From an optimization exercise on the open Yosys and OpenROAD flow, aimed at small area; shortcuts taken in it are not production practice.
Function was checked by simulation only, so behaviour that the tests miss may differ from the original.
The clock port is modelled as an ideal driver; clocking choices that lean on that would not hold on a real chip.
Power and IR drop assume default switching activity.

==> flow/design.v <==
`timescale 1ns/1ps
module image_capture_top (
  input  logic          clk,
  input  logic          mem_reset,
  input  logic          trigger,
  input  logic [15:0]   height,       
  input  logic [28:0]   start_addr,   
  input  logic [25:0]   s_beat,       
  input  logic          s_valid,
  output logic          s_ready,
  output logic          frame_done,
  output logic          skipped,
  output logic          mem_wr_req,
  output logic [156:0]  mem_wr_cmd,   
  input  logic          mem_wr_ack,
  output logic          frame_written
);
  localparam logic [1:0] C_IDLE = 2'd0, C_WAIT = 2'd1, C_STORE = 2'd2;
  localparam logic [1:0] W_IDLE = 2'd0, W_REQ = 2'd1, W_ACK = 2'd2;
  logic [1:0]  cap_state;
  logic        armed;
  logic [15:0] line_cnt;
  logic        frame_active;
  logic [1:0]  slot;
  logic        out_valid;        
  logic [95:0] acc;              
  logic [95:0] ram [16];         
  logic [3:0]  wr_ptr;
  logic [15:0] rd_oh;            
  logic [4:0]  count;
  logic [1:0]  wr_state;
  logic        active_q;
  logic [28:0] wr_addr;
  logic sof, eol;
  logic fwd, pix_ready, pix_fire, line_last;
  logic push_ready, push_fire, pop_valid, pop_fire;
  logic writer_idle, frame_start, drained, word_done;
  logic [1:0] slot_idx;
  assign sof = s_beat[1];
  assign eol = s_beat[0];
  assign fwd       = (cap_state == C_STORE) || ((cap_state == C_WAIT) && sof);
  assign pix_ready = !out_valid || push_ready;
  assign s_ready   = fwd ? pix_ready : 1'b1;
  assign pix_fire  = s_valid && fwd && pix_ready;
  assign line_last = (line_cnt >= height - 1'b1);
  assign slot_idx  = sof ? 2'd0 : slot;
  assign word_done = pix_fire && (slot_idx == 2'd3);
  assign push_ready = !count[4];                
  assign push_fire  = out_valid && push_ready;
  assign pop_valid  = (count != 5'd0);
  assign pop_fire   = (wr_state == W_ACK) && mem_wr_ack;   
  assign writer_idle = (wr_state == W_IDLE);
  assign frame_start = frame_active && !active_q;
  assign drained     = !frame_active && !pop_valid && (slot == 2'd0) && !out_valid;
  always_ff @(posedge clk or posedge mem_reset) begin
    if (mem_reset) begin
      cap_state    <= C_IDLE;
      armed        <= 1'b0;
      line_cnt     <= '0;
      frame_active <= 1'b0;
      frame_done   <= 1'b0;
      skipped      <= 1'b0;
    end else begin
      frame_done <= 1'b0;
      skipped    <= 1'b0;
      if (trigger) armed <= 1'b1;
      if (cap_state == C_IDLE) begin
        if (armed && writer_idle) begin
          cap_state <= C_WAIT;
          armed     <= trigger;
          line_cnt  <= '0;
        end
        if (s_valid && sof) skipped <= 1'b1;
      end else if (pix_fire) begin
        cap_state    <= C_STORE;
        frame_active <= 1'b1;
        if (eol) begin
          if (line_last) begin
            cap_state    <= C_IDLE;
            frame_active <= 1'b0;
            frame_done   <= 1'b1;
          end else begin
            line_cnt <= line_cnt + 1'b1;
          end
        end
      end
    end
  end
  always_ff @(posedge clk or posedge mem_reset) begin
    if (mem_reset) begin
      slot      <= '0;
      out_valid <= 1'b0;
      wr_ptr    <= '0;
      rd_oh     <= 16'd1;
      count     <= '0;
    end else begin
      if (pix_fire) slot <= slot_idx + 1'b1;
      if (word_done) out_valid <= 1'b1;
      else if (push_ready) out_valid <= 1'b0;
      if (push_fire) wr_ptr <= wr_ptr + 1'b1;
      if (pop_fire)  rd_oh <= {rd_oh[14:0], rd_oh[15]};
      case ({push_fire, pop_fire})
        2'b10:   count <= count + 1'b1;
        2'b01:   count <= count - 1'b1;
        default: count <= count;
      endcase
    end
  end
  always_ff @(posedge clk) begin
    if (pix_fire) acc <= {acc[71:0], s_beat[25:2]};
  end
  always_ff @(posedge clk) begin
    if (push_fire) ram[wr_ptr] <= acc;
  end
  always_ff @(posedge clk or posedge mem_reset) begin
    if (mem_reset) begin
      wr_state      <= W_IDLE;
      active_q      <= 1'b0;
      mem_wr_req    <= 1'b0;
      frame_written <= 1'b0;
    end else begin
      active_q      <= frame_active;
      frame_written <= 1'b0;
      case (wr_state)
        W_IDLE: if (frame_start) wr_state <= W_REQ;
        W_REQ: begin
          if (pop_valid) begin
            mem_wr_req <= 1'b1;
            wr_state   <= W_ACK;
          end else if (drained) begin
            frame_written <= 1'b1;
            wr_state      <= W_IDLE;
          end
        end
        W_ACK: begin
          if (mem_wr_ack) begin
            mem_wr_req <= 1'b0;
            wr_state   <= W_REQ;
          end
        end
        default: wr_state <= W_IDLE;
      endcase
    end
  end
  always_ff @(posedge clk) begin
    if ((wr_state == W_IDLE) && frame_start) wr_addr <= start_addr;
    else if (pop_fire) wr_addr <= wr_addr + 29'd8;
  end
  logic [95:0] head;
  always_comb begin
    head = '0;
    for (int i = 0; i < 16; i++) head = head | (ram[i] & {96{rd_oh[i]}});
  end
  assign mem_wr_cmd = {wr_addr,
                       head[95:72], 8'hff, head[71:48], 8'hff,
                       head[47:24], 8'hff, head[23:0],  8'hff};
endmodule
Settings: LEC_CHECK=0, CAP_MARGIN=20, CORE_MARGIN=2, CORE_UTILIZATION=65, CTS_BUF_LIST=sky130_fd_sc_hd__clkbuf_8, CTS_CLUSTER_DIAMETER=60, CTS_CLUSTER_SIZE=16, SLEW_MARGIN=20; clock period 4.5 ns.
run.sh (not shown) runs the stock make flow with config.mk's settings and CLKGATE_MAP_FILE= SYNTH_SCRIPT=/design/flow/synth_recipe.tcl, a recipe that flattens the netlist after the stock synthesis.
The first run ran to the end with no violations.
Then changed:
==> flow/flow/run.sh (new file) <==
#!/bin/bash
# Standard ORFS layout with smaller port buffers and a clock tree without dummy loads.
set -euo pipefail
export BUFFER_PORTS_ARGS="-buffer_cell sky130_fd_sc_hd__buf_1"
export CTS_ARGS="-sink_clustering_enable -repair_clock_nets -dont_use_dummy_load -buf_list sky130_fd_sc_hd__clkbuf_8 -sink_clustering_size 16 -sink_clustering_max_diameter 60"
bash standard.sh > standard.log 2>&1
==> flow/standard.sh (new file) <==
#!/bin/bash
# synth_recipe.tcl (not shown) runs the flow's synth.tcl, then flattens the netlist and writes it again
# the make line also repeats each setting of config.mk as NAME=value (left out here)
make -C /OpenROAD-flow-scripts/flow DESIGN_CONFIG=/design/flow/config.mk WORK_HOME=/design/flow/orfs CLKGATE_MAP_FILE= SYNTH_SCRIPT=/design/flow/synth_recipe.tcl "${@:-finish}"
CTS_BUF_LIST = default   (was sky130_fd_sc_hd__clkbuf_8)
CTS_CLUSTER_DIAMETER = default   (was 60)
CTS_CLUSTER_SIZE = default   (was 16)
removed: flow/run.sh
After rerunning: The new run produced a clean layout; die area is unchanged; total power fell by 0.97%; via count fell by 0.74%; core utilization fell by 1.7 points; non-clock buffer count fell by 20.


== job 101 ==
Another version of the RTL of image_capture_top (not shown whole).
For scale: about 3,500 cells after synthesis, roughly 240 I/O pins, ~52,000 um^2 of cells after synthesis.
export LEC_CHECK = 0
export CAP_MARGIN = 20
export CORE_MARGIN = 2
export CORE_UTILIZATION = 65
export SLEW_MARGIN = 20
create_clock -name core_clock -period 4.5 [get_ports {clk}]
standard.sh (not shown) runs the stock make flow with config.mk's settings and CLKGATE_MAP_FILE= SYNTH_SCRIPT=/design/flow/synth_recipe.tcl, a recipe that flattens the netlist after the stock synthesis.
==> flow/flow/run.sh <==
#!/bin/bash
# Standard ORFS layout with smaller port buffers, a clock tree without dummy loads,
# and a greedy downsizing pass after CTS (flow/downsize.tcl).
set -euo pipefail
export BUFFER_PORTS_ARGS="-buffer_cell sky130_fd_sc_hd__buf_1"
export CTS_ARGS="-sink_clustering_enable -repair_clock_nets -dont_use_dummy_load -buf_list sky130_fd_sc_hd__clkbuf_8 -sink_clustering_size 20 -sink_clustering_max_diameter 50"
export POST_CTS_TCL="$PWD/flow/downsize.tcl"
bash standard.sh > standard.log 2>&1
==> flow/flow/downsize.tcl <==
# Greedy downsizing after CTS: give each upsized cell the smallest cell of its family
# that keeps the worst setup slack above a margin and every slew and capacitance at
# least 20% inside its limit. Registers keep their type, only the drive changes.
set ds_margin 0.2
if { [info exists ::env(DOWNSIZE_MARGIN)] } { set ds_margin $::env(DOWNSIZE_MARGIN) }
proc ds_smaller { master } {
  if { ![regexp {^(sky130_fd_sc_hd__[a-z0-9]+)_([0-9]+)$} $master -> base drive] } { return {} }
  set area [get_property [get_lib_cells */$master] area]
  set out {}
  foreach d {0 1 2 3 4 6 8 12} {
    if { $d >= $drive } { break }
    set lc [get_lib_cells -quiet */${base}_$d]
    if { [llength $lc] > 0 && [get_property $lc area] < $area } { lappend out ${base}_$d }
  }
  return $out
}
# limits: the margins, or the starting values where those are already tighter
set ds_slack_min [expr {min($ds_margin * 1e-9, [sta::worst_slack_cmd max])}]
set ds_slew_min [expr {min(0.2, [sta::max_slew_check_slack_limit])}]
set ds_cap_min [expr {min(0.2, [sta::max_capacitance_check_slack_limit])}]
proc ds_ok { margin } {
  global ds_slack_min ds_slew_min ds_cap_min
  if { [sta::worst_slack_cmd max] < $ds_slack_min } { return 0 }
  if { [sta::max_slew_check_slack_limit] < $ds_slew_min } { return 0 }
  if { [sta::max_capacitance_check_slack_limit] < $ds_cap_min } { return 0 }
  return 1
}
set tried 0
set done 0
foreach inst [get_cells *] {
  set name [get_full_name $inst]
  set master [get_property $inst ref_name]
  if { [regexp {clkbuf|clkinv|clkdly|tap|fill|decap|conb|diode} $master] } { continue }
  if { [string match "clk*" $name] } { continue }
  set cands [ds_smaller $master]
  if { [llength $cands] == 0 } { continue }
  incr tried
  set kept $master
  foreach c $cands {
    replace_cell $name $c
    if { [ds_ok $ds_margin] } { set kept $c; break }
  }
  if { $kept == $master } { replace_cell $name $master } else { incr done }
}
puts "downsize: $done of $tried cells made smaller"
What ended job 101 was a tool error in clock tree synthesis; the run never finished.
Inputs modified between job 101 and job 102:
--- a/flow/flow/downsize.tcl
+++ b/flow/flow/downsize.tcl
@@ -16,12 +16,11 @@
 }
 # limits: the margins, or the starting values where those are already tighter
-set ds_slack_min [expr {min($ds_margin * 1e-9, [sta::worst_slack_cmd max])}]
-set ds_slew_min [expr {min(0.2, [sta::max_slew_check_slack_limit])}]
-set ds_cap_min [expr {min(0.2, [sta::max_capacitance_check_slack_limit])}]
+set ::ds_slack_min [expr {min($ds_margin * 1e-9, [sta::worst_slack_cmd max])}]
+set ::ds_slew_min [expr {min(0.2, [sta::max_slew_check_slack_limit])}]
+set ::ds_cap_min [expr {min(0.2, [sta::max_capacitance_check_slack_limit])}]
 proc ds_ok { margin } {
-  global ds_slack_min ds_slew_min ds_cap_min
-  if { [sta::worst_slack_cmd max] < $ds_slack_min } { return 0 }
-  if { [sta::max_slew_check_slack_limit] < $ds_slew_min } { return 0 }
-  if { [sta::max_capacitance_check_slack_limit] < $ds_cap_min } { return 0 }
+  if { [sta::worst_slack_cmd max] < $::ds_slack_min } { return 0 }
+  if { [sta::max_slew_check_slack_limit] < $::ds_slew_min } { return 0 }
+  if { [sta::max_capacitance_check_slack_limit] < $::ds_cap_min } { return 0 }
   return 1
 }
[summary]
- Looking at the logs for job 101 and job 102, the single run that did not finish was job 101.
- For job 101, the flow was terminated by a tool error in clock tree synthesis and produced no final design.
- As far as instance count of the mapped netlist goes, job 101 and job 102 are indistinguishable; the numbers are identical.
- Status: sink count of the clock tree parity (job 101, job 102)
- Compared with job 101, in job 102 simple-gate share of the synthesized area now sits at about the same level, number of synthesized flops with an enable pin level, mux cell area share after synthesis barely changed, synthesized-area fraction occupied by adder cells did not really move, width of the die held.
- Job 102 against job 101: half-perimeter wire length after detailed placement now sits at about the same level; share of synthesized registers carrying an async set or reset essentially unchanged; starting density of the core shows no meaningful change.
- Share of the synthesized netlist area taken by xor and xnor gates: job 101 vs job 102 identical
What job 103 does differently from job 102 at the input level:
==> flow/flow/run.sh <==
#!/bin/bash
# Standard ORFS layout with smaller port buffers, a clock tree without dummy loads,
# and a greedy downsizing pass after CTS (flow/downsize.tcl).
set -euo pipefail
export BUFFER_PORTS_ARGS="-buffer_cell sky130_fd_sc_hd__buf_1"
export CTS_ARGS="-sink_clustering_enable -repair_clock_nets -dont_use_dummy_load -buf_list sky130_fd_sc_hd__clkbuf_16 -sink_clustering_size 30 -sink_clustering_max_diameter 50"
export POST_CTS_TCL="$PWD/flow/downsize.tcl"
bash standard.sh > standard.log 2>&1
--- a/flow/flow/downsize.tcl
+++ b/flow/flow/downsize.tcl
@@ -16,11 +16,12 @@
 }
 # limits: the margins, or the starting values where those are already tighter
-set ::ds_slack_min [expr {min($ds_margin * 1e-9, [sta::worst_slack_cmd max])}]
-set ::ds_slew_min [expr {min(0.2, [sta::max_slew_check_slack_limit])}]
-set ::ds_cap_min [expr {min(0.2, [sta::max_capacitance_check_slack_limit])}]
+set ds_slack_min [expr {min($ds_margin * 1e-9, [sta::worst_slack_cmd max])}]
+set ds_slew_min [expr {min(0.2, [sta::max_slew_check_slack_limit])}]
+set ds_cap_min [expr {min(0.2, [sta::max_capacitance_check_slack_limit])}]
 proc ds_ok { margin } {
-  if { [sta::worst_slack_cmd max] < $::ds_slack_min } { return 0 }
-  if { [sta::max_slew_check_slack_limit] < $::ds_slew_min } { return 0 }
-  if { [sta::max_capacitance_check_slack_limit] < $::ds_cap_min } { return 0 }
+  global ds_slack_min ds_slew_min ds_cap_min
+  if { [sta::worst_slack_cmd max] < $ds_slack_min } { return 0 }
+  if { [sta::max_slew_check_slack_limit] < $ds_slew_min } { return 0 }
+  if { [sta::max_capacitance_check_slack_limit] < $ds_cap_min } { return 0 }
   return 1
 }
Results
Status: job 103 FAILED at clock tree synthesis (tool error)
Between job 103 and job 102, the share of synthesized area occupied by flip-flops and latches does not differ in any meaningful way.
Job 103 -> job 102: worst setup slack after placement delta 0, exact match
Delta (job 103 minus job 102): count of port buffers added during placement flat, post-placement cell area level, mapped cell area saw little to no change.

## what the ideal ports hide
Ports are ideal in the flow. The routed layouts listed here were re-timed in OpenROAD. Step 1 assumes that a clkbuf_16 drives the clock port and a buf_2 every other input. Step 2 moves the port delays by t, midway between the first and last clock arrival at a register: inputs arrive t later, outputs are due t later. That takes back most of the time a late clock gives input paths. Slacks: ideal / step 1 / step 2; pairs: ideal / step 1.
| run | t, ns | setup WS [ns] | worst hold slack (ns) | clock arrival spread, ns | worst slew at a driven data input, ns |
|---|---|---|---|---|---|
| the first run of note 1 | 0.887 | 0.122 / 0.052 / -0.315 | 0.332 / 0.296 / 0.494 | 0.051 / 0.051 | 0.04 |
| the second run of note 1 | 0.894 | 0.279 / 0.212 / -0.193 | 0.209 / 0.168 / 0.440 | 0.058 / 0.058 | 0.05 |
| job 102 | 0.840 | 0.475 / 0.475 / -0.149 | 0.225 / 0.183 / 0.292 | 0.113 / 0.113 | 0.07 |
With both steps, setup timing fails in every run listed, where it was met with ideal ports. The setup slack of job 102, which loses most, moves by 0.000 ns with the drivers and by -0.624 ns with both steps.
